This is an optimization exercise on Yosys and OpenROAD, whose aim is small area and a short achievable clock period, not a production implementation.
RTL that was checked went through simulation tests only; none was proved equivalent to the original.
Power is estimated from default activity; no workload was simulated.

==> module bdi_front, before the edit <==
module bdi_front (
    input  logic [255:0] line,
    output logic [3:0]   enc,
    output logic [8:0]   sel,       
    output logic [95:0]  d8,        
    output logic [63:0]  d4,        
    output logic [63:0]  d2         
);
    logic [63:0] b8;
    logic [31:0] b4;
    logic [15:0] b2;
    assign b8 = line[63:0];
    assign b4 = line[31:0];
    assign b2 = line[15:0];
    logic [31:0] k8_0, k8_1;
    logic [15:0] k4_0, k4_1;
    logic [7:0]  k2_0, k2_1;
    bdi_step #(.N(32), .INC(0)) u_k80 (.x(b8[63:32]), .en(~b8[31]), .y(k8_0));
    bdi_step #(.N(32), .INC(1)) u_k81 (.x(b8[63:32]), .en(b8[31]),  .y(k8_1));
    bdi_step #(.N(16), .INC(0)) u_k40 (.x(b4[31:16]), .en(~b4[15]), .y(k4_0));
    bdi_step #(.N(16), .INC(1)) u_k41 (.x(b4[31:16]), .en(b4[15]),  .y(k4_1));
    bdi_step #(.N(8),  .INC(0)) u_k20 (.x(b2[15:8]),  .en(~b2[7]),  .y(k2_0));
    bdi_step #(.N(8),  .INC(1)) u_k21 (.x(b2[15:8]),  .en(b2[7]),   .y(k2_1));
    logic [3:0]  f8d1, f8d2, f8d4;
    logic [7:0]  f4d1, f4d2;
    logic [15:0] f2d1;
    logic [3:1]  z8;       
    assign f8d1[0] = 1'b1; assign f8d2[0] = 1'b1; assign f8d4[0] = 1'b1;
    assign f4d1[0] = 1'b1; assign f4d2[0] = 1'b1; assign f2d1[0] = 1'b1;
    for (genvar i = 1; i < 4; i++) begin : g8
        logic [63:0] e;
        logic [31:0] s, p, g;
        logic [32:0] c;
        logic        brw, hi, s7, s15, eq0, eq1, z7, o7, z15, o15;
        assign e = line[64*i +: 64];
        bdi_sub #(.N(32)) u_sub (.a(e[31:0]), .b(b8[31:0]), .s(s), .c(c), .p(p), .g(g));
        assign brw = ~((e[31] & b8[31]) | ((e[31] ^ b8[31]) & c[31]));
        bdi_hi_eq #(.N(32)) u_hi (.e_hi(e[63:32]), .c0(k8_0), .c1(k8_1), .eq0(eq0), .eq1(eq1));
        assign hi = brw ? eq1 : eq0;
        bdi_same #(.L(15), .H(31)) u_s15 (.p(p[31:15]), .g(g[31:15]), .zall(z15), .oall(o15));
        bdi_same #(.L(7),  .H(15)) u_s7  (.p(p[15:7]),  .g(g[15:7]),  .zall(z7),  .oall(o7));
        assign s15 = (c[15] ~^ p[15]) ? z15 : o15;
        assign s7  = (c[7] ~^ p[7]) ? z7 : o7;
        assign f8d4[i] = hi;
        assign f8d2[i] = hi & s15;
        assign f8d1[i] = hi & s15 & s7;
        assign f4d2[2*i] = s15;
        assign f4d1[2*i] = s15 & s7;
        assign f2d1[4*i] = s7;
        assign z8[i] = hi & (&p);
        assign d8[32*(i-1) +: 32] = s;
    end
    for (genvar i = 1; i < 8; i += 2) begin : g4
        logic [31:0] e;
        logic [15:0] s, p, g;
        logic [16:0] c;
        logic        brw, hi, s7, eq0, eq1, z7, o7;
        assign e = line[32*i +: 32];
        bdi_sub #(.N(16)) u_sub (.a(e[15:0]), .b(b4[15:0]), .s(s), .c(c), .p(p), .g(g));
        assign brw = ~((e[15] & b4[15]) | ((e[15] ^ b4[15]) & c[15]));
        bdi_hi_eq #(.N(16)) u_hi (.e_hi(e[31:16]), .c0(k4_0), .c1(k4_1), .eq0(eq0), .eq1(eq1));
        assign hi = brw ? eq1 : eq0;
        bdi_same #(.L(7), .H(15)) u_s7 (.p(p[15:7]), .g(g[15:7]), .zall(z7), .oall(o7));
        assign s7 = (c[7] ~^ p[7]) ? z7 : o7;
        assign f4d2[i] = hi;
        assign f4d1[i] = hi & s7;
        assign f2d1[2*i] = s7;
        assign d4[16*(i-1)/2 +: 16] = s;
    end
    for (genvar i = 1; i < 16; i += 2) begin : g2
        logic [15:0] e;
        logic [7:0]  s, p, g;
        logic [8:0]  c;
        logic        brw, eq0, eq1;
        assign e = line[16*i +: 16];
        bdi_sub #(.N(8)) u_sub (.a(e[7:0]), .b(b2[7:0]), .s(s), .c(c), .p(p), .g(g));
        assign brw = ~((e[7] & b2[7]) | ((e[7] ^ b2[7]) & c[7]));
        bdi_hi_eq #(.N(8)) u_hi (.e_hi(e[15:8]), .c0(k2_0), .c1(k2_1), .eq0(eq0), .eq1(eq1));
        assign f2d1[i] = brw ? eq1 : eq0;
        assign d2[8*(i-1)/2 +: 8] = s;
    end
    logic fit8d1, fit8d2, fit8d4, fit4d1, fit4d2, fit2d1, is_rep8, is_zero;
    assign fit8d1  = &f8d1;
    assign fit8d2  = &f8d2;
    assign fit8d4  = &f8d4;
    assign fit4d1  = &f4d1;
    assign fit4d2  = &f4d2;
    assign fit2d1  = &f2d1;
    assign is_rep8 = &z8;
    assign is_zero = is_rep8 & ~(|b8);
    logic s_rep8, s_8d1, s_4d1, s_8d2, s_2d1, s_4d2, s_8d4, s_unc;
    assign s_rep8 = is_rep8 & ~is_zero;
    assign s_8d1  = fit8d1 & ~is_rep8;
    assign s_4d1  = fit4d1 & ~fit8d1;
    assign s_8d2  = fit8d2 & ~fit8d1 & ~fit4d1;
    assign s_2d1  = fit2d1 & ~fit8d2 & ~fit4d1;
    assign s_4d2  = fit4d2 & ~fit4d1 & ~fit8d2 & ~fit2d1;
    assign s_8d4  = fit8d4 & ~fit4d2 & ~fit8d2 & ~fit2d1;
    assign s_unc  = ~fit8d4 & ~fit4d2 & ~fit2d1;
    assign enc[0] = s_rep8 | s_4d1 | s_2d1 | s_8d4 | s_unc;
    assign enc[1] = s_8d1 | s_4d1 | s_4d2 | s_8d4 | s_unc;
    assign enc[2] = s_8d2 | s_2d1 | s_4d2 | s_8d4 | s_unc;
    assign enc[3] = s_unc;
    assign sel = {s_2d1, s_4d1, s_4d2, s_8d1, s_8d2, s_8d4,
                  s_unc,
                  ~(s_4d1 | s_4d2 | s_2d1),
                  ~s_2d1};
endmodule
clock: 12.0 ns
lec_check: 0
cap_margin: 20
core_margin: 2
core_utilization: 40
slew_margin: 20
synth_hierarchical: 1
standard.sh (not shown) runs the stock make flow with config.mk's settings and CLKGATE_MAP_FILE= SYNTH_SCRIPT=/design/flow/synth_recipe.tcl, a recipe that flattens the netlist after the stock synthesis.
==> flow/flow/run.sh <==
#!/bin/bash
# Layout flow: the standard synthesis and ORFS layout, with two changes to
# how the layout is made:
#  - ports are buffered with buf_2 instead of the delay cell buffer_ports picks;
#  - timing repair may change a cell's footprint and aims for a setup margin,
#    so the design is pushed below the clock period it must meet.
# Each step's full output goes to its own log in this folder (and ORFS keeps
# its per-stage logs under orfs/logs).
set -euo pipefail
MARGIN=${MARGIN:-7.5}
bash standard.sh synth > log_synth.txt 2>&1
export BUFFER_PORTS_ARGS="-buffer_cell sky130_fd_sc_hd__buf_2"
for step in floorplan place cts route finish; do
  bash standard.sh MATCH_CELL_FOOTPRINT=0 SETUP_SLACK_MARGIN=$MARGIN $step > log_$step.txt 2>&1
done
test -s out/final.def
Edit:
--- a/flow/design.v
+++ b/flow/design.v
@@ -62,12 +62,42 @@
     assign c[0] = 1'b1;
     for (genvar j = 0; j < N; j++) begin : g_out
         assign c[j+1] = gg[LV][j];
         assign s[j]   = p[j] ^ c[j];
     end
 endmodule
+module bdi_carry31 (
+    input  logic [30:0] a,
+    input  logic [30:0] b,
+    output logic        c7,
+    output logic        c15,
+    output logic        c31
+);
+    logic [30:0] g, t;
+    assign g = a & ~b;
+    assign t = a | ~b;
+    function automatic logic [1:0] grp(input logic [30:0] gv, input logic [30:0] tv,
+                                       input int lo, input int hi);
+        logic [1:0] r;
+        r = 2'b01;
+        for (int j = lo; j <= hi; j++) r = {gv[j] | (tv[j] & r[1]), tv[j] & r[0]};
+        grp = r;
+    endfunction
+    logic [1:0] g0, g1, g2, g3, g4, g5;
+    assign g0 = grp(g, t, 0, 6);      
+    assign g1 = grp(g, t, 7, 10);
+    assign g2 = grp(g, t, 11, 14);
+    assign g3 = grp(g, t, 15, 22);
+    assign g4 = grp(g, t, 23, 30);
+    assign c7  = g0[1] | g0[0];
+    logic [1:0] g12, g34;
+    assign g12 = {g2[1] | (g2[0] & g1[1]), g2[0] & g1[0]};
+    assign g34 = {g4[1] | (g4[0] & g3[1]), g4[0] & g3[0]};
+    assign c15 = g12[1] | (g12[0] & c7);
+    assign c31 = g34[1] | (g34[0] & g12[1]) | (g34[0] & g12[0] & c7);
+endmodule
 module bdi_same #(
     parameter int L = 7,
     parameter int H = 15
 ) (
     input  logic [H:L] p,
     input  logic [H:L] g,
@@ -153,20 +183,22 @@
     for (genvar i = 1; i < 4; i++) begin : g8
         logic [63:0] e;
         logic [31:0] s, p, g;
         logic [32:0] c;
         logic        brw, hi, s7, s15, eq0, eq1, z7, o7, z15, o15;
         assign e = line[64*i +: 64];
+        logic        c7, c15, c31;
         bdi_sub #(.N(32)) u_sub (.a(e[31:0]), .b(b8[31:0]), .s(s), .c(c), .p(p), .g(g));
-        assign brw = ~((e[31] & b8[31]) | ((e[31] ^ b8[31]) & c[31]));
+        bdi_carry31 u_cry (.a(e[30:0]), .b(b8[30:0]), .c7(c7), .c15(c15), .c31(c31));
+        assign brw = ~((e[31] & b8[31]) | ((e[31] ^ b8[31]) & c31));
         bdi_hi_eq #(.N(32)) u_hi (.e_hi(e[63:32]), .c0(k8_0), .c1(k8_1), .eq0(eq0), .eq1(eq1));
         assign hi = brw ? eq1 : eq0;
         bdi_same #(.L(15), .H(31)) u_s15 (.p(p[31:15]), .g(g[31:15]), .zall(z15), .oall(o15));
         bdi_same #(.L(7),  .H(15)) u_s7  (.p(p[15:7]),  .g(g[15:7]),  .zall(z7),  .oall(o7));
-        assign s15 = (c[15] ~^ p[15]) ? z15 : o15;
-        assign s7  = (c[7] ~^ p[7]) ? z7 : o7;
+        assign s15 = (c15 ~^ p[15]) ? z15 : o15;
+        assign s7  = (c7 ~^ p[7]) ? z7 : o7;
         assign f8d4[i] = hi;
         assign f8d2[i] = hi & s15;
         assign f8d1[i] = hi & s15 & s7;
         assign f4d2[2*i] = s15;
         assign f4d1[2*i] = s15 & s7;
         assign f2d1[4*i] = s7;
Maximum frequency fell by about 0.9%.
First-iteration DRC count goes down by 2.9%.
Clock skew came out higher by 0.021 ns.
Register-to-register slack gets worse by 0.13 ns.
Flip-flop and latch count does not change.
Design area grows by 3.6%.
Worst hold slack is better by 0.012 ns.
Critical path depth drops by 5.
Sequential power barely changes.
Function not checked in the second run of this note: the RTL went through the layout flow alone.

==> static timing again, ports no longer ideal <==
The flow's constraints put no driver on any port. The routed layouts listed below were extracted and timed again, unchanged, in two steps.
Step 1, drivers: a clkbuf_16 drives clock and a buf_2 each remaining input, both assumed.
Step 2 moves the port delays by t, midway between the first and last clock arrival at a register: inputs arrive t later, outputs are due t later. That takes back most of the time a late clock gives input paths.
Slacks: ideal ports / drivers / drivers and shift; pairs: ideal ports / drivers.
| run | t (ns) | setup slack, ns | worst setup path at the end |
|---|---|---|---|
| the first run | 0.754 | 6.600 / 6.625 / 5.871 | input to register |
| the second run | 0.780 | 6.553 / 6.599 / 5.819 | input to register |
After both steps every run listed still meets setup and hold. The setup slack of the second run, which loses most, moves by +0.046 ns with the drivers and by -0.734 ns with both steps.
